What follows belongs to an exercise in optimizing a design on an open flow for small area and few clock cycles; a production flow would make more cautious choices. Only simulation tests tie the RTL to the original design; equivalence was not proved.

[flow/run.sh]
#!/bin/bash
# synth_recipe.tcl (not shown) runs the flow's synth.tcl, then flattens the netlist and writes it again
# the make line also repeats each setting of config.mk as NAME=value (left out here)
make -C /OpenROAD-flow-scripts/flow DESIGN_CONFIG=/design/flow/config.mk WORK_HOME=/design/flow/orfs CLKGATE_MAP_FILE= SYNTH_SCRIPT=/design/flow/synth_recipe.tcl finish
[flow/config.mk]
export PLATFORM = sky130hd
export DESIGN_NAME = rv_exec_core
export DESIGN_NICKNAME = rv_exec_core
export VERILOG_FILES = /design/flow/design.v
export SDC_FILE = /design/flow/constraint.sdc
export NUM_CORES = 4
export LEC_CHECK = 0
export CAP_MARGIN = 20
export CELL_PAD_IN_SITES_DETAIL_PLACEMENT = 1
export CELL_PAD_IN_SITES_GLOBAL_PLACEMENT = 2
export CORE_MARGIN = 2
export CORE_UTILIZATION = 40
export PLACE_DENSITY = 0.45
export SLEW_MARGIN = 20
[flow/constraint.sdc]
create_clock -name core_clock -period 10.0 [get_ports {clk}]
set_input_delay 2.0000 -clock core_clock [delete_from_list [all_inputs] [get_ports {clk}]]
set_output_delay 2.0000 -clock core_clock [all_outputs]
set_load 0.01 [all_outputs]
[flow/design.v]
package rv_exec_pkg;
   localparam int XLEN   = 32;
   localparam int REG_AW = 5;
   localparam logic [6:0] OPC_R   = 7'b0110011;
   localparam logic [6:0] OPC_I   = 7'b0010011;
   localparam logic [6:0] OPC_LUI = 7'b0110111;
   localparam logic [2:0] F3_ADD  = 3'b000;
   localparam logic [2:0] F3_SLL  = 3'b001;
   localparam logic [2:0] F3_SLT  = 3'b010;
   localparam logic [2:0] F3_SLTU = 3'b011;
   localparam logic [2:0] F3_XOR  = 3'b100;
   localparam logic [2:0] F3_SRX  = 3'b101;
   localparam logic [2:0] F3_OR   = 3'b110;
   localparam logic [2:0] F3_AND  = 3'b111;
   typedef enum logic [3:0] {
      ALU_ADD    = 4'b0000,
      ALU_SLL    = 4'b0001,
      ALU_SLT    = 4'b0010,
      ALU_SLTU   = 4'b0011,
      ALU_XOR    = 4'b0100,
      ALU_SRL    = 4'b0101,
      ALU_OR     = 4'b0110,
      ALU_AND    = 4'b0111,
      ALU_SUB    = 4'b1100,
      ALU_SRA    = 4'b1101,
      ALU_PASS_B = 4'b1111
   } alu_op_e;
   typedef struct packed {
      logic [6:0]        funct7;
      logic [REG_AW-1:0] rs2;
      logic [REG_AW-1:0] rs1;
      logic [2:0]        funct3;
      logic [REG_AW-1:0] rd;
      logic [6:0]        opcode;
   } inst_r_t;
   typedef struct packed {
      logic [11:0]       imm12;
      logic [REG_AW-1:0] rs1;
      logic [2:0]        funct3;
      logic [REG_AW-1:0] rd;
      logic [6:0]        opcode;
   } inst_i_t;
   typedef union packed {
      inst_r_t r;
      inst_i_t i;
   } inst_u;
   typedef struct packed {
      alu_op_e           alu_op;
      logic [REG_AW-1:0] rs1;
      logic [REG_AW-1:0] rs2;
      logic [REG_AW-1:0] rd;
      logic              use_imm;
      logic [XLEN-1:0]   imm;
      logic              illegal;
   } dec_op_t;
   typedef struct packed {
      logic [REG_AW-1:0] rd;
      logic [XLEN-1:0]   value;
      logic              illegal;
   } result_t;
endpackage
`timescale 1ns/1ps
module inst_decoder (
   input  logic    clk,
   input  logic    arst_n,
   input  logic    inst_valid,
   input  rv_exec_pkg::inst_u   inst,
   output logic    inst_ready,
   output logic    dec_valid,
   output rv_exec_pkg::dec_op_t dec_op,
   input  logic    dec_ready
);
   rv_exec_pkg::dec_op_t dec_next;
   logic    accept;
   assign inst_ready = !dec_valid || dec_ready;
   assign accept     = inst_valid && inst_ready;
   always_comb begin
      dec_next = '0;
      case (inst.r.opcode)
         rv_exec_pkg::OPC_R: begin
            dec_next.rs1 = inst.r.rs1;
            dec_next.rs2 = inst.r.rs2;
            dec_next.rd  = inst.r.rd;
            case (inst.r.funct3)
               rv_exec_pkg::F3_ADD:  dec_next.alu_op = inst.r.funct7[5] ? rv_exec_pkg::ALU_SUB : rv_exec_pkg::ALU_ADD;
               rv_exec_pkg::F3_SLL:  dec_next.alu_op = rv_exec_pkg::ALU_SLL;
               rv_exec_pkg::F3_SLT:  dec_next.alu_op = rv_exec_pkg::ALU_SLT;
               rv_exec_pkg::F3_SLTU: dec_next.alu_op = rv_exec_pkg::ALU_SLTU;
               rv_exec_pkg::F3_XOR:  dec_next.alu_op = rv_exec_pkg::ALU_XOR;
               rv_exec_pkg::F3_SRX:  dec_next.alu_op = inst.r.funct7[5] ? rv_exec_pkg::ALU_SRA : rv_exec_pkg::ALU_SRL;
               rv_exec_pkg::F3_OR:   dec_next.alu_op = rv_exec_pkg::ALU_OR;
               default: dec_next.alu_op = rv_exec_pkg::ALU_AND;
            endcase
         end
         rv_exec_pkg::OPC_I: begin
            dec_next.rs1     = inst.i.rs1;
            dec_next.rd      = inst.i.rd;
            dec_next.use_imm = 1'b1;
            dec_next.imm     = {{(rv_exec_pkg::XLEN-12){inst.i.imm12[11]}}, inst.i.imm12};
            case (inst.i.funct3)
               rv_exec_pkg::F3_ADD:  dec_next.alu_op = rv_exec_pkg::ALU_ADD;
               rv_exec_pkg::F3_SLT:  dec_next.alu_op = rv_exec_pkg::ALU_SLT;
               rv_exec_pkg::F3_SLTU: dec_next.alu_op = rv_exec_pkg::ALU_SLTU;
               rv_exec_pkg::F3_XOR:  dec_next.alu_op = rv_exec_pkg::ALU_XOR;
               rv_exec_pkg::F3_OR:   dec_next.alu_op = rv_exec_pkg::ALU_OR;
               rv_exec_pkg::F3_AND:  dec_next.alu_op = rv_exec_pkg::ALU_AND;
               rv_exec_pkg::F3_SLL: begin
                  dec_next.alu_op = rv_exec_pkg::ALU_SLL;
                  dec_next.imm    = {{(rv_exec_pkg::XLEN-5){1'b0}}, inst.i.imm12[4:0]};
               end
               default: begin
                  dec_next.alu_op = inst.i.imm12[10] ? rv_exec_pkg::ALU_SRA : rv_exec_pkg::ALU_SRL;
                  dec_next.imm    = {{(rv_exec_pkg::XLEN-5){1'b0}}, inst.i.imm12[4:0]};
               end
            endcase
         end
         rv_exec_pkg::OPC_LUI: begin
            dec_next.rd      = inst.i.rd;
            dec_next.use_imm = 1'b1;
            dec_next.alu_op  = rv_exec_pkg::ALU_PASS_B;
            dec_next.imm     = {inst.i.imm12, inst.i.rs1, inst.i.funct3, 12'b0};
         end
         default: begin
            dec_next.illegal = 1'b1;
         end
      endcase
   end
   always_ff @(posedge clk or negedge arst_n) begin
      if (!arst_n) begin
         dec_valid <= 1'b0;
      end else if (inst_ready) begin
         dec_valid <= inst_valid;
      end
   end
   always_ff @(posedge clk) begin
      if (accept) begin
         dec_op <= dec_next;
      end
   end
endmodule
`timescale 1ns/1ps
module op_fifo #(
   parameter int DEPTH = 4
) (
   input  logic    clk,
   input  logic    arst_n,
   input  logic    in_valid,
   output logic    in_ready,
   input  rv_exec_pkg::dec_op_t in_op,
   output logic    out_valid,
   input  logic    out_ready,
   output rv_exec_pkg::dec_op_t out_op
);
   localparam int AW = $clog2(DEPTH);
   localparam logic [AW:0] FULL_CNT = (AW+1)'(DEPTH);
   if (DEPTH < 2 || (DEPTH & (DEPTH - 1)) != 0) begin : g_depth_check
      $error("op_fifo DEPTH must be a power of two, 2 or more");
   end
   localparam int OP_W = 4 + 3*rv_exec_pkg::REG_AW + 1 + rv_exec_pkg::XLEN + 1;
   logic [OP_W-1:0] mem [DEPTH];
   logic [AW-1:0] wr_ptr;
   logic [AW-1:0] rd_ptr;
   logic [AW:0]   count;
   logic          push;
   logic          pop;
   assign in_ready  = (count != FULL_CNT) || out_ready;
   assign out_valid = (count != '0);
   assign out_op    = mem[rd_ptr];
   assign push = in_valid && in_ready;
   assign pop  = out_valid && out_ready;
   always_ff @(posedge clk or negedge arst_n) begin
      if (!arst_n) begin
         wr_ptr <= '0;
         rd_ptr <= '0;
         count  <= '0;
      end else begin
         if (push) wr_ptr <= wr_ptr + 1'b1;
         if (pop) rd_ptr <= rd_ptr + 1'b1;
         case ({push, pop})
            2'b10:   count <= count + 1'b1;
            2'b01:   count <= count - 1'b1;
            default: count <= count;
         endcase
      end
   end
   always_ff @(posedge clk) begin
      if (push) begin
         mem[wr_ptr] <= in_op;
      end
   end
endmodule
`timescale 1ns/1ps
module exec_unit (
   input  logic    clk,
   input  logic    arst_n,
   input  logic    op_valid,
   output logic    op_ready,
   input  rv_exec_pkg::dec_op_t op,
   output logic    res_valid,
   input  logic    res_ready,
   output rv_exec_pkg::result_t res
);
   logic [rv_exec_pkg::XLEN-1:0] rf [2**rv_exec_pkg::REG_AW];
   logic [rv_exec_pkg::XLEN-1:0] a;
   logic [rv_exec_pkg::XLEN-1:0] rs2_val;
   logic [rv_exec_pkg::XLEN-1:0] b;
   logic [4:0]      shamt;
   logic [rv_exec_pkg::XLEN-1:0] alu_out;
   logic            accept;
   logic            wr_en;
   assign op_ready = !res_valid || res_ready;
   assign accept   = op_valid && op_ready;
   assign wr_en    = accept && !op.illegal && (op.rd != '0);
   assign a       = rf[op.rs1];
   assign rs2_val = rf[op.rs2];
   assign b       = op.use_imm ? op.imm : rs2_val;
   assign shamt   = b[4:0];
   always_comb begin
      case (op.alu_op)
         rv_exec_pkg::ALU_ADD:    alu_out = a + b;
         rv_exec_pkg::ALU_SUB:    alu_out = a - b;
         rv_exec_pkg::ALU_SLL:    alu_out = a << shamt;
         rv_exec_pkg::ALU_SLT:    alu_out = {{(rv_exec_pkg::XLEN-1){1'b0}}, $signed(a) < $signed(b)};
         rv_exec_pkg::ALU_SLTU:   alu_out = {{(rv_exec_pkg::XLEN-1){1'b0}}, a < b};
         rv_exec_pkg::ALU_XOR:    alu_out = a ^ b;
         rv_exec_pkg::ALU_SRL:    alu_out = a >> shamt;
         rv_exec_pkg::ALU_SRA:    alu_out = $unsigned($signed(a) >>> shamt);
         rv_exec_pkg::ALU_OR:     alu_out = a | b;
         rv_exec_pkg::ALU_AND:    alu_out = a & b;
         rv_exec_pkg::ALU_PASS_B: alu_out = b;
         default:    alu_out = '0;
      endcase
   end
   always_ff @(posedge clk or negedge arst_n) begin
      if (!arst_n) begin
         res_valid <= 1'b0;
         for (int i = 0; i < 2**rv_exec_pkg::REG_AW; i++) begin
            rf[i] <= '0;
         end
      end else begin
         if (accept) begin
            res_valid <= 1'b1;
         end else if (res_ready) begin
            res_valid <= 1'b0;
         end
         if (wr_en) begin
            rf[op.rd] <= alu_out;
         end
      end
   end
   always_ff @(posedge clk) begin
      if (accept) begin
         res.rd      <= op.rd;
         res.value   <= op.illegal ? '0 : alu_out;
         res.illegal <= op.illegal;
      end
   end
endmodule
`timescale 1ns/1ps
module rv_exec_core #(
   parameter int FIFO_DEPTH = 4
) (
   input  logic        clk,
   input  logic        arst_n,
   input  logic        inst_valid,
   output logic        inst_ready,
   input  logic [31:0] inst,
   output logic        res_valid,
   input  logic        res_ready,
   output logic [4:0]  res_rd,
   output logic [31:0] res_value,
   output logic        res_illegal
);
   rv_exec_pkg::result_t res;
   assign res_rd      = res.rd;
   assign res_value   = res.value;
   assign res_illegal = res.illegal;
   logic    dec_valid;
   logic    dec_ready;
   rv_exec_pkg::dec_op_t dec_op;
   logic    fifo_valid;
   logic    fifo_ready;
   rv_exec_pkg::dec_op_t fifo_op;
   inst_decoder u_inst_decoder (
      .clk        (clk),
      .arst_n     (arst_n),
      .inst_valid (inst_valid),
      .inst       (inst),
      .inst_ready (inst_ready),
      .dec_valid  (dec_valid),
      .dec_op     (dec_op),
      .dec_ready  (dec_ready)
   );
   op_fifo #(
      .DEPTH (FIFO_DEPTH)
   ) u_op_fifo (
      .clk       (clk),
      .arst_n    (arst_n),
      .in_valid  (dec_valid),
      .in_ready  (dec_ready),
      .in_op     (dec_op),
      .out_valid (fifo_valid),
      .out_ready (fifo_ready),
      .out_op    (fifo_op)
   );
   exec_unit u_exec_unit (
      .clk       (clk),
      .arst_n    (arst_n),
      .op_valid  (fifo_valid),
      .op_ready  (fifo_ready),
      .op        (fifo_op),
      .res_valid (res_valid),
      .res_ready (res_ready),
      .res       (res)
   );
endmodule
==> notes.md <==
registers in the layout (all words and copies together) (netlist names):
register / cells
u_inst_decoder.dec_op: 53
u_op_fifo.rd_ptr: 2
u_op_fifo.count: 3
u_op_fifo.wr_ptr: 2
u_exec_unit.res_valid: 1
u_exec_unit.res: 38
u_exec_unit.rf: 1024
u_inst_decoder.dec_valid: 1
u_op_fifo.mem: 212
worst max path at each step:
stage                                                from  cells past startpoint                            endpoint
after floorplan           u_op_fifo.rd_ptr[0]$_DFFE_PN0P_                     30   u_exec_unit.res[32]$_SDFFCE_PP0P_
after global placement    u_op_fifo.rd_ptr[0]$_DFFE_PN0P_                     24   u_exec_unit.res[31]$_SDFFCE_PP0P_
after detailed placement  u_op_fifo.rd_ptr[0]$_DFFE_PN0P_                     27  u_exec_unit.rf[15][28]$_DFFE_PN0P_
after CTS                 u_op_fifo.rd_ptr[0]$_DFFE_PN0P_                     27  u_exec_unit.rf[20][28]$_DFFE_PN0P_
after global routing      u_op_fifo.rd_ptr[0]$_DFFE_PN0P_                     26   u_exec_unit.res[32]$_SDFFCE_PP0P_
final                     u_op_fifo.rd_ptr[0]$_DFFE_PN0P_                     25  u_exec_unit.rf[20][28]$_DFFE_PN0P_
cell type report:
type / instances / area share, %
flip-flops and latches: 1336 / 40.0
well taps: 2495 / 3.58
multi-input cells: 6007 / 43.7
clock buffers: 230 / 5.01
inverters: 116 / 0.499
diodes: 46 / 0.132
clock inverters: 52 / 0.970
repair buffers: 587 / 6.10
cells in the final DEF (no fill, tap or decap), types with 47 or more instances in the layout:
cell type                         count
sky130_fd_sc_hd__a22o_1              56
sky130_fd_sc_hd__o32ai_1             68
sky130_fd_sc_hd__clkdlybuf4s50_1     74
sky130_fd_sc_hd__buf_12              50
sky130_fd_sc_hd__o211ai_1            88
sky130_fd_sc_hd__nor2_1             665
sky130_fd_sc_hd__nor4_1              76
sky130_fd_sc_hd__o31ai_1             75
sky130_fd_sc_hd__clkbuf_16          153
sky130_fd_sc_hd__a221oi_1            48
sky130_fd_sc_hd__nand2b_1            56
sky130_fd_sc_hd__mux4_2              56
sky130_fd_sc_hd__a31oi_1            459
sky130_fd_sc_hd__nor2_4              63
sky130_fd_sc_hd__a21oi_1            226
sky130_fd_sc_hd__o21ai_0            485
sky130_fd_sc_hd__nor3_1             116
sky130_fd_sc_hd__ha_1               105
sky130_fd_sc_hd__nand3_1            451
sky130_fd_sc_hd__dfrtp_1           1031
sky130_fd_sc_hd__o21ai_1             56
sky130_fd_sc_hd__inv_1              106
sky130_fd_sc_hd__a22oi_1            506
sky130_fd_sc_hd__nand2_1            819
sky130_fd_sc_hd__clkbuf_1            51
sky130_fd_sc_hd__buf_4              455
sky130_fd_sc_hd__edfxtp_1           303
sky130_fd_sc_hd__nand4_1            205
sky130_fd_sc_hd__a2111oi_0          116
sky130_fd_sc_hd__a21o_1              47
sky130_fd_sc_hd__and3_1             362
stage by stage:
stage               instance area, sq um  util (%)  setup WS [ns]  hold slack (ns)
floorplan                          75900         -           2.54            0.437
global placement                   81700      43.4         -0.820            0.378
detailed placement                 81800      43.5          0.766            0.383
CTS                                87100      46.3          0.720            0.396
global route                       87200      46.3          0.344            0.407
finish                             87300      46.4          0.386            0.396
layer usage:
| layer | up-vias | part of all wire [%] |
|---|---|---|
| li1 | 31300 | - |
| met1 | 41700 | 37 |
| met2 | 7354 | 38 |
| met3 | 2160 | 15 |
| met4 | 44 | 9.1 |
| met5 | - | 0.070 |
critical path, stage by stage, from the launching register on:
cell and delay, ns:
sky130_fd_sc_hd__dfrtp_4 0.78, sky130_fd_sc_hd__mux4_2 0.72, sky130_fd_sc_hd__nor2b_4 0.92, sky130_fd_sc_hd__and2_2 0.89, sky130_fd_sc_hd__buf_4 0.53, sky130_fd_sc_hd__a22oi_1 0.15
sky130_fd_sc_hd__nand4_1 0.12, sky130_fd_sc_hd__or4_1 0.23, sky130_fd_sc_hd__nor2_1 0.20, sky130_fd_sc_hd__o31ai_1 0.53, sky130_fd_sc_hd__ha_1 0.33, sky130_fd_sc_hd__nor4_1 0.42
sky130_fd_sc_hd__nand2_1 0.18, sky130_fd_sc_hd__or2_2 0.39, sky130_fd_sc_hd__a2111oi_0 0.58, sky130_fd_sc_hd__buf_4 0.26, sky130_fd_sc_hd__o41ai_1 0.13, sky130_fd_sc_hd__a211o_1 0.32
sky130_fd_sc_hd__nand2_1 0.09, sky130_fd_sc_hd__xnor2_1 0.14, sky130_fd_sc_hd__o211a_1 0.27, sky130_fd_sc_hd__o2111ai_1 0.28, sky130_fd_sc_hd__a211oi_4 0.43, sky130_fd_sc_hd__buf_12 0.21
sky130_fd_sc_hd__buf_12 0.16, sky130_fd_sc_hd__a31oi_1 0.09
logic make-up after synthesis:
kind of cell,Yosys count,synth area share (%)
simple gates,3145,20.2
mux,109,2.41
xor+xnor,18,0.208
buf+inv,991,5.48
compound gates,2627,23.9
flops,1336,46.1
fa+ha+maj,108,1.81
==> impl_table.tex <==
\begin{tabular}{lr}
\hline
Metric & Value \\
\hline
\multicolumn{2}{l}{\textbf{Run status}} \\
Run status & timing/DRC/antenna clean \\
\multicolumn{2}{l}{\textbf{Global routing}} \\
Global Route met3 Usage & 22.8\% \\
Grt met1 use & between 60\% and 70\% \\
Pin count of the biggest net entering global routing & 154 \\
Total routing usage reported by global routing & 50.9\% \\
Grt ovf & 0 \\
Via count of the first global-routing pass & a little under 80,000 \\
GR peak layer & met2 \\
Met2 layer usage reported by global route & 67.0\% \\
Wire length of the first global-routing pass & 677 mm \\
Antenna violations before repair & 69 \\
\multicolumn{2}{l}{\textbf{Synthesis}} \\
Async S/R FF share, synth & between 70\% and 80\% \\
Number of nets produced by synthesis & 8,478 \\
Area share of the leading cell type in the synthesized netlist & between 30\% and 40\% \\
Cell type contributing the most total cell area after synthesis & sky130\_fd\_sc\_hd\_\_dfrtp\_1 \\
Most used DFF post-synth & sky130\_fd\_sc\_hd\_\_dfrtp\_1 \\
Number of enable-type register cells in the synthesized netlist & 303 \\
Netlist Area Pre-Place & 75,900 sq um \\
Synth cell types & 110 \\
Total of warnings raised by yosys & 4 \\
Cell types with the largest area share after synthesis & sky130\_fd\_sc\_hd\_\_dfrtp\_1 34\%, sky130\_fd\_sc\_hd\_\_edfxtp\_1 12\%, sky130\_fd\_sc\_hd\_\_a22oi\_1 5.0\%, sky130\_fd\_sc\_hd\_\_nand2\_1 4.2\%, sky130\_fd\_sc\_hd\_\_a31oi\_1 3.8\% \\
Commonest cells in the synthesized netlist & 1,033 x sky130\_fd\_sc\_hd\_\_dfrtp\_1, 847 x sky130\_fd\_sc\_hd\_\_nand2\_1, 743 x sky130\_fd\_sc\_hd\_\_nor2\_1 \\
Post-synthesis average cell area & 9.10 sq um \\
Most frequent cell after synthesis & sky130\_fd\_sc\_hd\_\_dfrtp\_1 \\
Count of mapped cells out of synthesis & roughly 8,300 \\
Register bit total from synthesis & 1,336 \\
Share of the yosys chip area belonging to registers & a little under half \\
\multicolumn{2}{l}{\textbf{Worst setup path}} \\
Critical path endpoint category & flip-flop \\
Peak fanout along the critical path & 28 \\
Crit start category & flip-flop \\
Kind of critical path & flip-flop to flip-flop \\
Crit Reg-Reg Endpoint & u\_exec\_unit.rf[20][28]\$\_DFFE\_PN0P\_ \\
Arrival time at the worst endpoint & $\sim$10 ns \\
Worst EP required & 10.70 ns \\
Reg2Reg Launch Point & u\_op\_fifo.rd\_ptr[0]\$\_DFFE\_PN0P\_ \\
Count of cells along the worst register-to-register path & 25 \\
Register-to-register path setup slack & 0.39 ns \\
\multicolumn{2}{l}{\textbf{Detailed routing}} \\
First drt pass iteration count & 9 \\
Vias & 82,600 \\
Drt drc & 0 \\
Antenna viol nets, final & 0 \\
Routed len/inst & 46.3 um \\
Ratio of routed vias to standard cells & 7.60 \\
Wirelength, routed & 503 mm \\
Drt first-iter violations & 15,500 \\
\multicolumn{2}{l}{\textbf{Die}} \\
Die area & 193,000 sq um \\
I/O pins & 76 \\
Initial core utilization & 40.3\% \\
Placeable core region & 188,000 sq um \\
Die X-Extent & 440 um \\
Number of cell rows & 159 \\
Vertical die dimension & 440 um \\
\multicolumn{2}{l}{\textbf{Timing}} \\
Total count of hold-check failures in the final report & 0 \\
Worst-margin pin slew & 1.32 ns \\
Count of final setup violators & 0 \\
Final TNS setup & 0 ns \\
Ratio of final minimum period to clock period & between 90\% and 100\% \\
Slew headroom & 12.1\% \\
Skew final & 0.109 ns \\
Max frequency & 104 MHz \\
Unrepaired setup endpoints after global routing & false \\
Max-slew violation count & 0 \\
Post-route minimum period & 9.61 ns \\
\multicolumn{2}{l}{\textbf{Clock network}} \\
Depth of the CTS H-tree & 4 \\
Master cell of the clock root buffer & sky130\_fd\_sc\_hd\_\_clkbuf\_16 \\
Clock sink total & 1,336 \\
TritonCTS Buffers & between 150 and 200 \\
Buffers inserted during post-CTS setup optimization & 0 \\
Clock transition at the registers of the reported paths & 0.06 ns \\
Number of buffers inserted for hold repair after clock tree synthesis & 0 \\
Buffer levels on the longest clock path & 3 \\
Insertion delay of the later-clocked pin in the worst-skew pair & $\sim$0.91 ns \\
Clock tree from TritonCTS & done \\
Resized Gates After CTS & 0 \\
\multicolumn{2}{l}{\textbf{Placement}} \\
Gp weighted congestion & 1.09 \\
DP HPWL & 343 mm \\
IO buf count & 75 \\
Total instance count after detailed placement & 10,500 \\
\multicolumn{2}{l}{\textbf{Hold path}} \\
Origin of the worst min-delay path & u\_exec\_unit.rf[0][25]\$\_DFFE\_PN0P\_ \\
Hold/Removal Path Class & flip-flop to flip-flop \\
Hold depth & 0 \\
Worst-case hold path end point & u\_exec\_unit.rf[0][25]\$\_DFFE\_PN0P\_ \\
\multicolumn{2}{l}{\textbf{Finish}} \\
Non-Filler Instances & 10,900 \\
Area growth, synth to finish & 15.1\% \\
Share of layout cells above drive strength 1 & 13.6\% \\
Final-layout fill cell count & 21,100 \\
Footprint of the multi-input gates & roughly 38,000 sq um \\
Reg area & 35,000 sq um \\
Post-layout net count & 8,345 \\
\multicolumn{2}{l}{\textbf{Flow run}} \\
Number of maximum-capacitance violations & 0 \\
\hline
\end{tabular}
Testbench counts, summed over its fixed seeds: cycles 18,388.

[port drivers added, routing unchanged]
How much do the figures lean on ideal ports? The routed layout below was timed once more, with nothing changed but the port constraints.
Step 1 (the two cells are an assumption about what drives the block):
set clk [get_ports {clk}]
set_driving_cell -lib_cell sky130_fd_sc_hd__clkbuf_16 $clk
set_driving_cell -lib_cell sky130_fd_sc_hd__buf_2 [delete_from_list [all_inputs] $clk]
Step 2, shift: input delay + t, output delay - t, t = (earliest + latest rising clock arrival at the registers) / 2. This alone moves slack from input paths to output paths.
a / b / c = ideal / step 1 / step 2; a / b = the first two.
t, ns: 0.952
setup WS [ns]: 0.386 / 0.386 / 0.386
worst register clock-pin slew, ns: 0.07 / 0.07
worst slew at a driven data input, ns: 0.12
After both steps setup and hold are still met in this run. The setup slack of this run moves by 0.000 ns with the drivers and by 0.000 ns with both steps.
